This is an optimization exercise on Yosys and OpenROAD, whose aim is small area, a short achievable clock period and few clock cycles, not a production implementation.
The RTL was checked by simulation tests, not by an equivalence proof against the original design.
No activity file was given, so power comes from the tool's default toggle rates.

## flow/design.v (module list and top-level ports; edited modules follow where they fit)
// module dot_lane_sum: 1451 lines
// module ping_ram_dot_engine: 177 lines
module ping_ram_dot_engine
#(
  parameter int unsigned ACC_W = 40,
  parameter int unsigned LEN_W = 16
) (
  input  logic                         clk,
  input  logic                         reset,
  input  logic [31:0]                  input_addr,
  input  logic [31:0]                  weight_addr,
  input  logic [31:0]                  output_addr,
  input  logic [31:0]                  data_type,
  output logic [31:0]                  finish_signal,
  output logic [26:0]                  avm_address,
  output logic                         avm_read,
  output logic                         avm_write,
  output logic [31:0]                  avm_writedata,
  output logic [3:0]                   avm_byteenable,
  output logic                         avm_burstcount,
  input  logic [31:0]                  avm_readdata,
  input  logic                         avm_readdatavalid,
  input  logic                         avm_waitrequest
);
  // ...
==> flow/flow/run.sh <==
#!/bin/bash
set -euo pipefail
bash standard.sh SETUP_SLACK_MARGIN=9 "BUFFER_PORTS_ARGS=-buffer_cell sky130_fd_sc_hd__buf_1" finish > make.log 2>&1
==> flow/standard.sh <==
#!/bin/bash
# synth_recipe.tcl (not shown) runs the flow's synth.tcl, then flattens the netlist and writes it again
# the make line also repeats each setting of config.mk as NAME=value (left out here)
make -C /OpenROAD-flow-scripts/flow DESIGN_CONFIG=/design/flow/config.mk WORK_HOME=/design/flow/orfs CLKGATE_MAP_FILE= SYNTH_SCRIPT=/design/flow/synth_recipe.tcl "${@:-finish}"
==> flow/config.mk <==
export PLATFORM = sky130hd
export DESIGN_NAME = ping_ram_dot_engine
export DESIGN_NICKNAME = ping_ram_dot_engine
export VERILOG_FILES = /design/flow/design.v
export SDC_FILE = /design/flow/constraint.sdc
export NUM_CORES = 4
export LEC_CHECK = 0
export ABC_AREA = 1
export CAP_MARGIN = 20
export CORE_MARGIN = 2
export CORE_UTILIZATION = 40
export CTS_CLUSTER_DIAMETER = 70
export CTS_CLUSTER_SIZE = 35
export PLACE_DENSITY = 0.6
export SLEW_MARGIN = 20
export TNS_END_PERCENT = 0
==> flow/constraint.sdc <==
create_clock -name core_clock -period 12.0 [get_ports {clk}]
set_input_delay 2.4000 -clock core_clock [delete_from_list [all_inputs] [get_ports {clk}]]
set_output_delay 2.4000 -clock core_clock [all_outputs]
set_load 0.01 [all_outputs]
==> run summary, run 1 <==
status timing/DRC/antenna clean; largest family of logic cells by synthesized area simple AND/OR/NAND/NOR gates; die footprint 55300 um^2; Clock transition at path regs 80 ps; worst r2r path cells 10; drt total wl about 69000 um; ANT nets after route 0; vias per inst between 5 and 6; Synth Register Bits 289; Crit Path Category flop to output port; Slew HR 0.274; CTS H-tree lvls 1; hold_ws roughly 470 ps; layout sequential cell count between 200 and 300; routing usage on met3 0.0400; Post-Synth Simple-Gate Area 0.188; seq pwr 1280 uW; M1 WL 29400 um; Yosys top cell area share 0.221; CP peak stage delay 520 ps; Top class by area multi-input gates; Post-CTS Hold Buffers 0; clock-cell share of area 0.0363; part of the Yosys area used for sequential elements 0.344; multi-input combinational area share 0.496; gr usage total 0.242; setup_tns 0 ps; Layout Utilization 0.461; GPL Wtd Cong a little under 1; Synth Area in Adders 0.187; root buffer cell clkbuf_16; Fin. Hold Viols 0; initial antenna violation count 3; Switching Fraction 0.412; Hold WC Path Type flop to flop; Avg WL per Cell slightly below 20 um; Syn Inst Count about 2600; Post-Place Cells 3401; Layout area overhead 13.5%; yosys synthesis warning count 1; # Taps 688; io pins 262
Testbench counts, summed over its fixed seeds: cycles 47,048.
==> inputs of run 2 (changes only) <==
--- a/flow/config.mk
+++ b/flow/config.mk
@@ -10,6 +10,6 @@
 export CORE_MARGIN = 2
-export CORE_UTILIZATION = 40
+export CORE_UTILIZATION = 58
 export CTS_CLUSTER_DIAMETER = 70
 export CTS_CLUSTER_SIZE = 35
-export PLACE_DENSITY = 0.6
+export PLACE_DENSITY = 0.7
 export SLEW_MARGIN = 20
==> run 2 against run 1 <==
Via count rose by 0.22%. Hold slack lost 1.8 ps. Core utilization up 20 points. Routed wire length down 4.5%. Global-route usage is 9.8 points higher. Sequential power about the same. Die area fell by 31%. Clock power rose by 7.1%. Non-clock buffer count decreased by 12. Total power increased by 1.7%. Highest routed layer is now met4.
==> run summary, run 2 <==
Peak VDD IR 0.121 mV (was 0.111 mV); Syn Inst Count 2576 (unchanged); most common cell after layout, fill and taps aside nand2_1 (unchanged); critical path data required time 9600 ps (about the same); largest net degree at the start of global routing 106 (was 105); die footprint 38400 um^2 (was 55300 um^2); Syn Area/Cell 8.30 um^2 (unchanged); M1 WL 26100 um (was 29400 um); Yosys cell types 46 (unchanged); unrepaired setup endpoints after global routing true (unchanged); Clock transition at path regs 70 ps (was 80 ps); vias per inst 5.63 (was 5.24); clk sinks 289 (unchanged); part of the Yosys area used for sequential elements 0.344 (unchanged); cell with the most instances after synthesis nand2_1 (unchanged); cell with the largest stage delay on the worst path edfxtp_1 (unchanged); yosys synthesis warning count 1 (unchanged); Avg WL per Cell 20.1 um (was 19.6 um); global-route wire length before repair 100000 um (was 104000 um); Slew Viols, Final 0 (unchanged); starting density of the core 0.587 (was 0.406); Slew HR 0.277 (was 0.274); fillers 3118 (was 5202); Post-synth top flop edfxtp_1 (unchanged); crit path DAT 1280 ps (was 1300 ps); drt total wl 65900 um (was 69000 um); Pleak 0.0104 uW (about the same); Hold WC Path Type flop to flop (unchanged); Largest regs acc_c_q (40), acc_s_q (40), in_q (32) (unchanged); post-route clock period utilization 0.307 (was 0.308); gr usage total 0.340 (was 0.242); initial antenna violation count 0 (was 3); status timing/DRC/antenna clean (unchanged); CTS buffer count 26 (was 25); CTS H-tree lvls 1 (unchanged); clock latency (worst-skew pair) 610 ps (was 600 ps); TritonCTS clock tree done (unchanged); root buffer cell clkbuf_16 (unchanged); Yosys top cell area share 0.221 (unchanged); commonest cells after routing, fill and taps aside nand2_1, inv_1, nor2_1 (unchanged); crit path max fanout 2 (unchanged); fin nets 3183 (was 3196); setup_tns 0 ps (unchanged); Post-DP Area 22400 um^2 (was 22700 um^2); power per cell area 161 nW/um^2 (was 156 nW/um^2); synth cell count leaders nand2_1, inv_1, nor2_1 (unchanged); Worst Path Buf+Inv 1 (unchanged); Die Span Y 196 um (was 235 um); DR iter-0 viols 1837 (was 1569); CTS max path bufs 3 (unchanged); Post-Syn Area 21400 um^2 (unchanged); area of the multi-input gates 12000 um^2 (about the same); number of iterations in the first detailed-routing pass 8 (was 5); GPL Wtd Cong 1.06 (was 0.976); CORE AREA 36400 um^2 (was 52700 um^2); CP Launch Type flop (unchanged); asr flop ratio synth 0 (unchanged); largest cells by area after synthesis edfxtp_1, fa_1, dfxtp_1 (unchanged); Yosys top cell by area edfxtp_1 (unchanged); Fin. Hold Viols 0 (unchanged); Synth Register Bits 289 (unchanged); CP peak stage delay 530 ps (was 520 ps); setup violators final 0 (unchanged); Crit Path Category flop to output port (unchanged); FF/Latch Area 7380 um^2 (about the same); PortBufs 213 (unchanged); FMAX 0.272 GHz (was 0.270 GHz); routed vias 18500 (was 18400); count of flip-flops with a built-in enable after synthesis 157 (unchanged); die width 196 um (was 235 um); Crit. End Element output port (unchanged); vias in the first global route 17700 (was 17900); Worst-Margin Slew 1080 ps (was 1090 ps); layout cells sized above 1 0.0782 (was 0.0825); Layout area overhead 12.3% (was 13.5%); met3 WL post-DR 5950 um (was 5470 um); post-layout instance area 24000 um^2 (was 24300 um^2); kind of cell adding the most delay to the critical path flip-flops (unchanged); min Tclk post-route 3680 ps (was 3700 ps); io pins 262 (unchanged); hpwl dp 49800 um (was 52800 um); grt total ovfl 0 (unchanged); Max Used Layer met4 (was met5); drt drc 0 (unchanged); Rows 70 (was 84); ANT nets after route 0 (unchanged); CP cell instances buf_1 (unchanged); Worst Skew 55.1 ps (was 27.7 ps); Post-CTS Hold Buffers 0 (unchanged); DR WL met2 31100 um (was 31600 um); max_cap viols 0 (unchanged); antenna diode count 0 (was 2)
run 2: report_power, final:
part | internal (uW) | total [uW] | switching, uW | leakage (uW)
combinational | 618 | 1620 | 1000 | 0.00725
sequential | 1180 | 1290 | 105 | 0.00268
clock | 465 | 948 | 484 | 0.000464
total | 2260 | 3850 | 1590 | 0.0104
run 2: tightest hold or removal path, stage by stage, from the launching register on:
cell and delay [ps]:
dfxtp_1 340, nand2_1 50, o21ai_0 50
run 2: per-layer routing:
| metal | up-vias | track usage |
|---|---|---|
| li1 | 8611 | - |
| met1 | 8752 | 0.448 |
| met2 | 948 | 0.577 |
| met3 | 160 | 0.0502 |
| met4 | 0 | 0.120 |
| met5 | - | 0 |
run 2: final timing paths:
| check | slack (ps) | depth (start not counted) | to | from |
|---|---|---|---|---|
| worst max-delay path | 8320 | 1 | avm_writedata[15] | in_q[15] |
| worst min-delay path | 470 | 2 | len_q[1] | len_q[1] |
| worst max register to register | 8380 | 11 | acc_c_q[18] | two_q[2] |
| worst min register to register | 470 | 2 | len_q[1] | len_q[1] |
run 2: final cells by class:
type / count / share of cell area
tap: 468 / 0.0244
timing repair inverter: 3 / 0.000626
inverter: 428 / 0.0688
clock buffer: 28 / 0.0274
timing repair buffer: 274 / 0.0566
clock inverter: 20 / 0.0129
sequential: 289 / 0.308
multi-input combinational: 1771 / 0.502
run 2: kinds of logic after synthesis:
| family | Yosys count | share of synthesized area |
|---|---|---|
| AO/OA/AOI/OAI | 368 | 0.0990 |
| AND/OR/NAND/NOR | 964 | 0.188 |
| buffers and inverters | 534 | 0.101 |
| adder cells (fa/ha/maj) | 226 | 0.187 |
| other | 2 | 0.000351 |
| multiplexers | 18 | 0.00843 |
| flip-flops | 289 | 0.344 |
| XOR/XNOR | 175 | 0.0717 |
run 2: timing repair:
| action | 4_1_cts | 5_1_grt |
|---|---|---|
| setup buffers | 10 | 36 |
| resized for setup | 26 | 21 |
| pin swaps | 0 | 1 |
| cloned | 4 | 2 |
| setup endpoints to repair | 320 | 321 |
run 2: stage by stage:
step / hold slack (ps) / cells / setup WS, ps / utilization / total power [uW]
final: 471 / 3281 / 8320 / 0.659 / 3850
after global routing: 482 / 3281 / 8280 / 0.659 / 4140
after CTS: 468 / 3243 / 8310 / 0.649 / 3860
after detailed placement: 449 / 3181 / 7600 / 0.615 / 2890
after global placement: 442 / 3181 / 7590 / 0.615 / 2840
after floorplan: 456 / 2594 / 8410 / - / 2420
==> inputs of run 3 (changes only) <==
--- a/flow/config.mk
+++ b/flow/config.mk
@@ -10,6 +10,6 @@
 export CORE_MARGIN = 2
-export CORE_UTILIZATION = 58
+export CORE_UTILIZATION = 50
 export CTS_CLUSTER_DIAMETER = 70
 export CTS_CLUSTER_SIZE = 35
-export PLACE_DENSITY = 0.7
+export PLACE_DENSITY = 0.75
 export SLEW_MARGIN = 20
==> run 3 against run 2 <==
Still clean. Design area is 0.36% higher. Critical path depth stayed put. Synthesized cell count stayed put. First-iteration DRC count is 8.0% higher. Hold slack worse by 4.7 ps. Sequential share of layout area is 0.091 points lower. Routed wire length is 1.3% higher. Highest routed layer is now met5.
==> run summary, run 3 <==
cell with the most instances after synthesis nand2_1 (unchanged); Comb power frac 0.421 (was 0.420); Clk pwr share 0.245 (was 0.246); routing usage on met3 0.0590 (was 0.0502); die width 211 um (was 196 um); Syn Inst Count 2576 (unchanged); Syn Area/Cell 8.30 um^2 (unchanged); global-route wire length before repair 101000 um (was 100000 um); grt total ovfl 0 (unchanged); largest cells by area after synthesis edfxtp_1, fa_1, dfxtp_1 (unchanged); area of the multi-input gates 12100 um^2 (was 12000 um^2); number of iterations in the first detailed-routing pass 8 (unchanged); Clock transition at path regs 100 ps (was 70 ps); FF/Latch Area 7380 um^2 (about the same); Hold WC Path Type flop to flop (unchanged); Worst Skew 35.8 ps (was 55.1 ps); Yosys top cell area share 0.221 (unchanged); die footprint 44400 um^2 (was 38400 um^2); commonest cells after routing, fill and taps aside nand2_1, inv_1, nor2_1 (unchanged); routed vias 18800 (was 18500); clock latency (worst-skew pair) 600 ps (was 610 ps); drt total wl 66800 um (was 65900 um); Worst-Margin Slew 1040 ps (was 1080 ps); Die Span Y 211 um (was 196 um); Fin. Hold Viols 0 (unchanged); min Tclk post-route 3660 ps (was 3680 ps); synth cell count leaders nand2_1, inv_1, nor2_1 (unchanged); part of the Yosys area used for sequential elements 0.344 (unchanged); largest net degree at the start of global routing 105 (was 106); Seq pwr share 0.334 (about the same); CP peak stage delay 490 ps (was 530 ps); GPL Wtd Cong 0.999 (was 1.06); Layout area overhead 12.7% (was 12.3%); kind of cell adding the most delay to the critical path flip-flops (unchanged); worst r2r path cells 9 (was 11); Crit Path Category flop to output port (unchanged); drt drc 0 (unchanged); io pins 262 (unchanged); asr flop ratio synth 0 (unchanged); DR iter-0 viols 1984 (was 1837); crit path DAT 1260 ps (was 1280 ps); Worst Path Buf+Inv 1 (unchanged); Yosys top cell by area edfxtp_1 (unchanged); Pleak 0.0104 uW (about the same); Crit. End Element output port (unchanged); clk sinks 289 (unchanged); NetSw 1610 uW (was 1590 uW); Yosys cell types 46 (unchanged); worst r2r dst acc_c_q[19] (was acc_c_q[18]); CORE AREA 42000 um^2 (was 36400 um^2); CP cell instances clkbuf_2 (was buf_1); Post-synth top flop edfxtp_1 (unchanged); reg2reg start op_lo_q[15] (was two_q[2]); GR Util met1 0.381 (was 0.448); ANT nets after route 0 (unchanged); root buffer cell clkbuf_16 (unchanged); Peak VDD IR 0.115 mV (was 0.121 mV); unrepaired setup endpoints after global routing true (unchanged); P_int 2240 uW (was 2260 uW); Slew Viols, Final 0 (unchanged); initial antenna violation count 4 (was 0); post-route clock period utilization 0.305 (was 0.307); fin nets 3185 (was 3183); fillers 3788 (was 3118); vias in the first global route 18100 (was 17700); TritonCTS clock tree done (unchanged); power per cell area 160 nW/um^2 (was 161 nW/um^2); count of flip-flops with a built-in enable after synthesis 157 (unchanged); Avg WL per Cell 19.9 um (was 20.1 um); critical path data required time 9600 ps (about the same); crit path max fanout 5 (was 2); Rows 75 (was 70); hold_ws 466 ps (was 471 ps); cell with the largest stage delay on the worst path edfxtp_1 (unchanged); starting density of the core 0.508 (was 0.587); setup violators final 0 (unchanged); Most Crowded Layer GR met2 (unchanged); Hold Path Origin len_q[3] (was len_q[1]); CTS H-tree lvls 1 (unchanged); vias per inst 5.61 (was 5.63); yosys synthesis warning count 1 (unchanged); Post-Syn Area 21400 um^2 (unchanged); worst hold path depth 2 (unchanged); Largest regs acc_c_q (40), acc_s_q (40), in_q (32) (unchanged); gr usage total 0.296 (was 0.340); max_cap viols 0 (unchanged); CTS max path bufs 3 (unchanged); Slew HR 0.307 (was 0.277); met2 track demand over resource 0.483 (was 0.577); hpwl dp 49900 um (was 49800 um); flop-to-flop setup slack 8420 ps (was 8380 ps); CP Launch Type flop (unchanged); PortBufs 213 (unchanged); Synth Register Bits 289 (unchanged); Switching Fraction 0.419 (was 0.413); Hold Path End len_q[3] (was len_q[1]); FMAX 0.273 GHz (was 0.272 GHz); CTS buffer count 25 (was 26); status timing/DRC/antenna clean (unchanged); layout cells sized above 1 0.0828 (was 0.0782); most common cell after layout, fill and taps aside nand2_1 (unchanged); setup_tns 0 ps (unchanged)
==> run 3: cell counts after synthesis <==
Identical to the previous run, type by type.
==> run 3: per-layer routing <==
layer  wire length [um]  share of wire  vias up
met5                 33        0.00049        -
met4               3410          0.051        4
met3               6890           0.10      198
met2              30700           0.46     1060
met1              25800           0.39     8959
li1                   -              -     8611
==> run 3: repair_timing <==
| item | in CTS | in global routing |
|---|---|---|
| cloned | 3 | 4 |
| hold endpoints to repair | 0 | 0 |
| setup endpoints to repair | 322 | 320 |
| pin swaps | 0 | 4 |
| hold buffers | 0 | 0 |
| gates resized for setup | 26 | 33 |
| setup buffers | 23 | 27 |
==> run 3: cell type report <==
cell class,instances,share of cell area
inverters,428,0.0687
clock buffers,26,0.0261
multi-input cells,1772,0.500
repair inverters,4,0.000831
well taps,539,0.0280
clock inverters,20,0.0132
diodes,3,0.000312
repair buffers,275,0.0557
flip-flops and latches,289,0.307
==> run 3: cells by family after synthesis <==
family,Yosys count,share of synthesized area
compound gates,368,0.0990
xor+xnor,175,0.0717
fa+ha+maj,226,0.187
buf+inv,534,0.101
flops,289,0.344
mux,18,0.00843
other cells,2,0.000351
simple gates,964,0.188
==> run 3: power by group through the flow <==
stage               Combinational (uW)  Clock, uW  Sequential (uW)
global route                      1850        985             1300
CTS                               1610        954             1280
global placement                  1530          0             1300
floorplan                         1140          0             1280
detailed placement                1590          0             1310
finish                            1620        945             1280
==> run 3: worst max-delay path by stage <==
stage | startpoint | to | cells past startpoint
after CTS | in_q[23] | avm_writedata[23] | 1
final | cur_q[5] | avm_address[7] | 1
after detailed placement | avm_waitrequest | rd_q | 9
after global routing | two_q[2] | acc_c_q[18] | 11
after global placement | avm_waitrequest | rd_q | 9
after floorplan | avm_waitrequest | rd_q | 8
==> run 3: metrics by stage <==
step	instances	total power [uW]	utilization	instance area, um^2	worst slack [ps]
after global placement	3250	2830	0.535	22500	7630
after global routing	3353	4130	0.573	24100	8310
after floorplan	2594	2420	-	21500	8410
after CTS	3322	3850	0.565	23800	8330
final	3356	3850	0.573	24100	8340
after detailed placement	3250	2900	0.535	22500	7640
==> inputs of run 4 (changes only) <==
--- a/flow/config.mk
+++ b/flow/config.mk
@@ -13,3 +13,3 @@
 export CTS_CLUSTER_SIZE = 35
-export PLACE_DENSITY = 0.75
+export PLACE_DENSITY = 0.65
 export SLEW_MARGIN = 20
==> run 4 against run 3 <==
Count of clock-buffer cells in the layout did not move. First-iteration DRC count down 12%. Clock skew decreased by 13 ps. Clock power down 5.3%. Die area did not move. Combinational power about the same. Global-route usage increased by 0.94 points. Setup slack better by 25 ps. Design area down 0.74%. Maximum frequency increased by 0.68%. Routed wire length grew 1.5%. Register-to-register slack hardly changed. Critical path type unchanged. Critical endpoint is now avm_writedata[8]. Largest power group unchanged.
==> run summary, run 4 <==
die footprint 44400 um^2 (unchanged); Crit Path Category flop to output port (unchanged); PortBufs 213 (unchanged); vias per inst 5.50 (was 5.61); status timing/DRC/antenna clean (unchanged); CP Launch Type flop (unchanged); drt drc 0 (unchanged); vias in the first global route 18100 (about the same); CTS max path bufs 3 (unchanged); flop-to-flop setup slack 8430 ps (was 8420 ps); CORE AREA 42000 um^2 (unchanged); crit path max fanout 2 (was 5); Yosys cell types 46 (unchanged); crit path DAT 1240 ps (was 1260 ps); critical path data required time 9600 ps (about the same); Clock transition at path regs 90 ps (was 100 ps); Crit. End Element output port (unchanged); GPL Wtd Cong 0.954 (was 0.999); Worst-Margin Slew 1090 ps (was 1040 ps); gr usage total 0.305 (was 0.296); setup_tns 0 ps (unchanged); starting density of the core 0.508 (unchanged); Largest regs acc_c_q (40), acc_s_q (40), in_q (32) (unchanged); Die Span Y 211 um (unchanged); count of flip-flops with a built-in enable after synthesis 157 (unchanged); Worst Path Buf+Inv 1 (unchanged); grt total ovfl 0 (unchanged); global-route wire length before repair 103000 um (was 101000 um); Syn Area/Cell 8.30 um^2 (unchanged); Post-Syn Area 21400 um^2 (unchanged); layout cells sized above 1 0.0756 (was 0.0828); TritonCTS clock tree done (unchanged); hpwl dp 50800 um (was 49900 um); fin nets 3175 (was 3185); asr flop ratio synth 0 (unchanged); Hold WC Path Type flop to flop (unchanged); largest net degree at the start of global routing 105 (unchanged); Post-Place Cells 3251 (was 3250); setup violators final 0 (unchanged); FMAX 0.275 GHz (was 0.273 GHz); reg2reg start op_lo_q[15] (unchanged); Layout area overhead 11.8% (was 12.7%); Post-Layout Cell Count 3342 (was 3356); initial antenna violation count 1 (was 4); ANT nets after route 0 (unchanged); min Tclk post-route 3640 ps (was 3660 ps); worst r2r path cells 10 (was 9); Worst Skew 22.5 ps (was 35.8 ps); worst r2r dst acc_c_q[19] (unchanged); part of the Yosys area used for sequential elements 0.344 (unchanged); CP peak stage delay 490 ps (about the same); unrepaired setup endpoints after global routing true (unchanged); CTS buffer count 25 (unchanged); root buffer cell clkbuf_16 (unchanged); die width 211 um (unchanged); Yosys top cell area share 0.221 (unchanged); io pins 262 (unchanged); power per cell area 159 nW/um^2 (was 160 nW/um^2); CTS H-tree lvls 1 (unchanged); most common cell after layout, fill and taps aside nand2_1 (unchanged); synth cell count leaders nand2_1, inv_1, nor2_1 (unchanged); CP cell instances clkbuf_2 (unchanged); routed vias 18400 (was 18800); total stage count of the critical path 1 (unchanged); Avg WL per Cell 20.3 um (was 19.9 um); Post-DP Area 22500 um^2 (about the same); Slew Viols, Final 0 (unchanged); commonest cells after routing, fill and taps aside nand2_1, inv_1, nor2_1 (unchanged); Slew HR 0.265 (was 0.307); worst hold path depth 2 (unchanged); yosys synthesis warning count 1 (unchanged); Synth Register Bits 289 (unchanged); Post-synth top flop edfxtp_1 (unchanged); Yosys top cell by area edfxtp_1 (unchanged); Rows 75 (unchanged); clock latency (worst-skew pair) 580 ps (was 600 ps); post-route clock period utilization 0.303 (was 0.305); Hold Path End len_q[13] (was len_q[3]); Pleak 0.0103 uW (was 0.0104 uW); largest cells by area after synthesis edfxtp_1, fa_1, dfxtp_1 (unchanged); antenna diode count 0 (was 3); Fin. Hold Viols 0 (unchanged); Hold Path Origin len_q[13] (was len_q[3]); post-layout instance area 23900 um^2 (was 24100 um^2); kind of cell adding the most delay to the critical path flip-flops (unchanged); cell with the most instances after synthesis nand2_1 (unchanged); max_cap viols 0 (unchanged); drt total wl 67800 um (was 66800 um); number of iterations in the first detailed-routing pass 6 (was 8); Peak VDD IR 0.126 mV (was 0.115 mV); DR iter-0 viols 1745 (was 1984); Syn Inst Count 2576 (unchanged); clk sinks 289 (unchanged); cell with the largest stage delay on the worst path edfxtp_1 (unchanged)
-- run 4: cell counts after synthesis --
Identical to the previous run, type by type.
-- run 4: repair_timing --
item	CTS	global route
hold buffers	0	0
setup buffers	27	15
setup endpoints to repair	333	339
pin swaps	0	1
gates cloned	3	1
resized for setup	26	22
-- run 4: area by class of cell --
cell class,instances,area (um^2)
repair buffers,268,1290
flip-flops and latches,289,7380
multi-input cells,1772,12000
clock inverters,19,249
fillers,3939,18100
well taps,539,674
inverters,428,1650
clock buffers,26,629
repair inverters,1,7.51
-- run 4: worst max path at each step --
stage / start / end / slack (ps)
6_report: in_q[8] / avm_writedata[8] / 8360
5_1_grt: op_lo_q[15] / acc_c_q[19] / 8340
4_1_cts: in_q[8] / avm_writedata[8] / 8360
3_5_place_dp: avm_waitrequest / rd_q / 7700
3_3_place_gp: avm_waitrequest / rd_q / 7710
2_1_floorplan: avm_waitrequest / rd_q / 8410
-- run 4: stage by stage --
| step | hold slack, ps | setup slack (ps) | total power, uW | util |
|---|---|---|---|---|
| floorplan | 456 | 8410 | 2420 | - |
| global placement | 441 | 7710 | 2870 | 0.535 |
| detailed placement | 452 | 7700 | 2900 | 0.535 |
| CTS | 470 | 8360 | 3810 | 0.564 |
| global route | 491 | 8340 | 4090 | 0.569 |
| finish | 467 | 8360 | 3800 | 0.569 |
-- run 4: cell families after synthesis --
kind of cell	after synthesis	synth area share
multiplexers	18	0.00843
other	2	0.000351
XOR/XNOR	175	0.0717
buffers and inverters	534	0.101
flip-flops	289	0.344
AO/OA/AOI/OAI	368	0.0990
AND/OR/NAND/NOR	964	0.188
adder cells (fa/ha/maj)	226	0.187
-- run 4: power by group --
group	internal [uW]	switching [uW]	total [uW]
Clock	452	444	895
Sequential	1180	100	1280
Combinational	615	1010	1620
-- run 4: layer usage --
| layer | up-vias | GRT usage | wire length (um) |
|---|---|---|---|
| met5 | - | 0 | 13 |
| met4 | 2 | 0.101 | 2440 |
| met3 | 138 | 0.0516 | 6160 |
| met2 | 874 | 0.498 | 31300 |
| met1 | 8783 | 0.414 | 27900 |
| li1 | 8599 | - | - |
==> inputs of run 5 (changes only) <==
--- a/flow/config.mk
+++ b/flow/config.mk
@@ -7,3 +7,3 @@
 export LEC_CHECK = 0
-export ABC_AREA = 1
+export ABC_AREA = 0
 export CAP_MARGIN = 20
==> run 5 against run 4 <==
Routed wire length is 16% lower. Largest power group unchanged. Flip-flop and latch count stayed put. Critical endpoint is now avm_writedata[22]. Count of clock-buffer cells in the layout stayed put. Die area is 3.5% lower. Largest cell class unchanged.
==> run summary, run 5 <==
starting density of the core 0.506 (was 0.508); clock latency (worst-skew pair) 610 ps (was 580 ps); Yosys top cell by area edfxtp_1 (unchanged); GPL Wtd Cong 0.917 (was 0.954); fin nets 2575 (was 3175); Pleak 0.00850 uW (was 0.0103 uW); Yosys cell types 77 (was 46); ANT nets after route 0 (unchanged); DR iter-0 viols 1566 (was 1745); CORE AREA 40700 um^2 (was 42000 um^2); grt total ovfl 0 (unchanged); crit path max fanout 2 (unchanged); Layout area overhead 10.8% (was 11.8%); reg2reg start two_q[5] (was op_lo_q[15]); Rows 74 (was 75); CP cell instances buf_1 (was clkbuf_2); root buffer cell clkbuf_16 (unchanged); area of the multi-input gates 12000 um^2 (about the same); crit path DAT 1290 ps (was 1240 ps); multiplexer area fraction after synthesis 0.0408 (was 0.00843); worst r2r dst acc_c_q[21] (was acc_c_q[19]); Worst Path Buf+Inv 1 (unchanged); CTS max path bufs 3 (unchanged); Final Total Pwr 3730 uW (was 3800 uW); Post-synth top flop edfxtp_1 (unchanged); Fin. Hold Viols 0 (unchanged); drt total wl 57200 um (was 67800 um); Synth Area in Compound Gates 0.145 (was 0.0990); setup violators final 0 (unchanged); power per cell area 163 nW/um^2 (was 159 nW/um^2); PortBufs 213 (unchanged); synth cell count leaders nor2_1, edfxtp_1, fa_1 (was nand2_1, inv_1, nor2_1); Slew Viols, Final 0 (unchanged); Slew HR 0.372 (was 0.265); Die Span Y 207 um (was 211 um); Clock transition at path regs 80 ps (was 90 ps); Worst-Margin Slew 943 ps (was 1090 ps); io pins 262 (unchanged); Post-Syn Area 20600 um^2 (was 21400 um^2); CTS buffer count 26 (was 25); kind of cell adding the most delay to the critical path flip-flops (unchanged); XOR/XNOR Fraction of Synth Area 0.0922 (was 0.0717); Hold Path Origin done_q (was len_q[13]); most common cell after layout, fill and taps aside nor2_1 (was nand2_1); drt drc 0 (unchanged); Syn Area/Cell 10.0 um^2 (was 8.30 um^2); fillers 3625 (was 3939); routed vias 15900 (was 18400); clk sinks 289 (unchanged); vias in the first global route 15800 (was 18100); cell with the largest stage delay on the worst path edfxtp_1 (unchanged); worst r2r path cells 8 (was 10); commonest cells after routing, fill and taps aside nor2_1, buf_1, edfxtp_1 (was nand2_1, inv_1, nor2_1); Synth Area in Adders 0.194 (was 0.187); TritonCTS clock tree done (unchanged); min Tclk post-route 3690 ps (was 3640 ps); CP Launch Type flop (unchanged); FMAX 0.271 GHz (was 0.275 GHz); Post-CTS Hold Buffers 0 (unchanged); Hold Path End done_q (was len_q[13]); Syn Inst Count 2056 (was 2576); part of the Yosys area used for sequential elements 0.357 (was 0.344); number of iterations in the first detailed-routing pass 5 (was 6); vias per inst 5.81 (was 5.50); Peak VDD IR 0.151 mV (was 0.126 mV); asr flop ratio synth 0 (unchanged); Post-Synth Simple-Gate Area 0.107 (was 0.188); initial antenna violation count 3 (was 1); CP peak stage delay 380 ps (was 490 ps); Hold WC Path Type flop to flop (unchanged); die width 207 um (was 211 um); cell with the most instances after synthesis nor2_1 (was nand2_1); Crit Path Category flop to output port (unchanged); die footprint 42900 um^2 (was 44400 um^2); largest net degree at the start of global routing 87 (was 105); max_cap viols 0 (unchanged); Yosys top cell area share 0.229 (was 0.221); FF/Latch Area 7370 um^2 (was 7380 um^2); unrepaired setup endpoints after global routing true (unchanged); critical path data required time 9600 ps (about the same); Largest regs acc_c_q (40), acc_s_q (40), in_q (32) (unchanged); Crit. End Element output port (unchanged); post-route clock period utilization 0.308 (was 0.303); global-route wire length before repair 89600 um (was 103000 um); CTS H-tree lvls 1 (unchanged); worst hold path depth 1 (was 2); count of flip-flops with a built-in enable after synthesis 157 (unchanged); Synth Register Bits 289 (unchanged); largest cells by area after synthesis edfxtp_1, fa_1, dfxtp_1 (unchanged); Worst Skew 37.2 ps (was 22.5 ps); yosys synthesis warning count 1 (unchanged); layout cells sized above 1 0.0658 (was 0.0756); setup_tns 0 ps (unchanged); flop-to-flop setup slack 8380 ps (was 8430 ps); status timing/DRC/antenna clean (unchanged); hpwl dp 43200 um (was 50800 um); largest family of logic cells by synthesized area adder cells (was simple AND/OR/NAND/NOR gates); Avg WL per Cell 20.9 um (was 20.3 um); gr usage total 0.264 (was 0.305)
## run 5: per-stage QoR
stage                util  std cells  worst slack, ps  cell area (um^2)  hold slack (ps)
global placement    0.529       2663             7550             21600              453
detailed placement  0.529       2663             7540             21600              452
floorplan               -       2074             8360             20700              442
CTS                 0.559       2732             8310             22800              472
global route        0.561       2740             8280             22800              510
finish              0.561       2741             8310             22800              470
## run 5: kinds of logic (layout without fill, tap and decap cells)
group           Yosys count  count (layout)
fa+ha+maj               226             226
simple gates            477             477
compound gates          440             440
other cells               2              24
mux                      83              83
buf+inv                 322             453
xor+xnor                217             217
flops                   289             289
## run 5: per-layer routing
layer  global-route usage  share of wire  up-vias
met2                0.429           0.46      691
met3               0.0431          0.070      143
met1                0.358           0.42     7801
met5                    0              0        -
li1                     -              -     7293
met4               0.0956          0.043        0
## run 5: timing repair
item,4_1_cts,5_1_grt
cloned,1,0
pin swaps,0,0
resized for setup,15,5
buffers inserted,20,5
endpoints found under the setup margin,337,353
## run 5: worst max-delay path by stage
stage,startpoint,to,slack (ps),cells after the start
final,in_q[22],avm_writedata[22],8310,1
after global routing,cur_q[18],avm_address[20],8280,1
after CTS,in_q[8],avm_writedata[8],8310,1
after detailed placement,reset,acc_c_q[39],7540,4
after global placement,reset,acc_c_q[39],7550,4
after floorplan,avm_waitrequest,cur_q[0],8360,2
## run 5: report_power, final
group | switching [uW] | leakage (uW) | internal (uW)
clock network | 500 | 0.000476 | 451
logic | 864 | 0.00534 | 600
registers | 133 | 0.00268 | 1180
## run 5: cell type report
type | instances | area share
multi-input combinational | 1463 | 0.527
sequential | 289 | 0.323
timing repair buffer | 261 | 0.0533
tap | 532 | 0.0291
clock buffer | 26 | 0.0285
inverter | 144 | 0.0237
clock inverter | 22 | 0.0150
antenna | 4 | 0.000438

afterwards: timing with drivers on the ports:
In the flow no input, the clock included, has a driving cell. The finished layouts below were timed again as built, in two steps.
Step 1 sets driving cells, clkbuf_16 on the clock port and buf_2 on the other inputs (assumed; they add their load-dependent delay and slew).
Step 2 moves the port delays by t, midway between the first and last clock arrival at a register: inputs arrive t later, outputs are due t later. That takes back most of the time a late clock gives input paths.
a / b / c = ideal ports / drivers / drivers and shift; a / b = the first two.
| run | shift t [ns] | setup slack, ns | hold WS [ns] | clock arrival spread, ns | worst data-port slew with drivers (ns) |
|---|---|---|---|---|---|
| run 1 | 0.640 | 8.300 / 8.242 / 7.748 | 0.473 / 0.473 / 0.473 | 0.028 / 0.028 | 0.08 |
| run 2 | 0.638 | 8.318 / 8.262 / 7.811 | 0.471 / 0.471 / 0.471 | 0.055 / 0.056 | 0.06 |
| run 3 | 0.638 | 8.336 / 8.280 / 7.836 | 0.466 / 0.466 / 0.466 | 0.036 / 0.036 | 0.09 |
| run 4 | 0.625 | 8.361 / 8.301 / 7.819 | 0.467 / 0.467 / 0.467 | 0.025 / 0.025 | 0.06 |
| run 5 | 0.647 | 8.305 / 8.252 / 7.768 | 0.470 / 0.470 / 0.470 | 0.037 / 0.037 | 0.10 |
After both steps setup and hold are still met in every run listed. For run 1, which loses most, drivers alone change the setup slack by -0.058 ns; drivers and shift together by -0.552 ns.
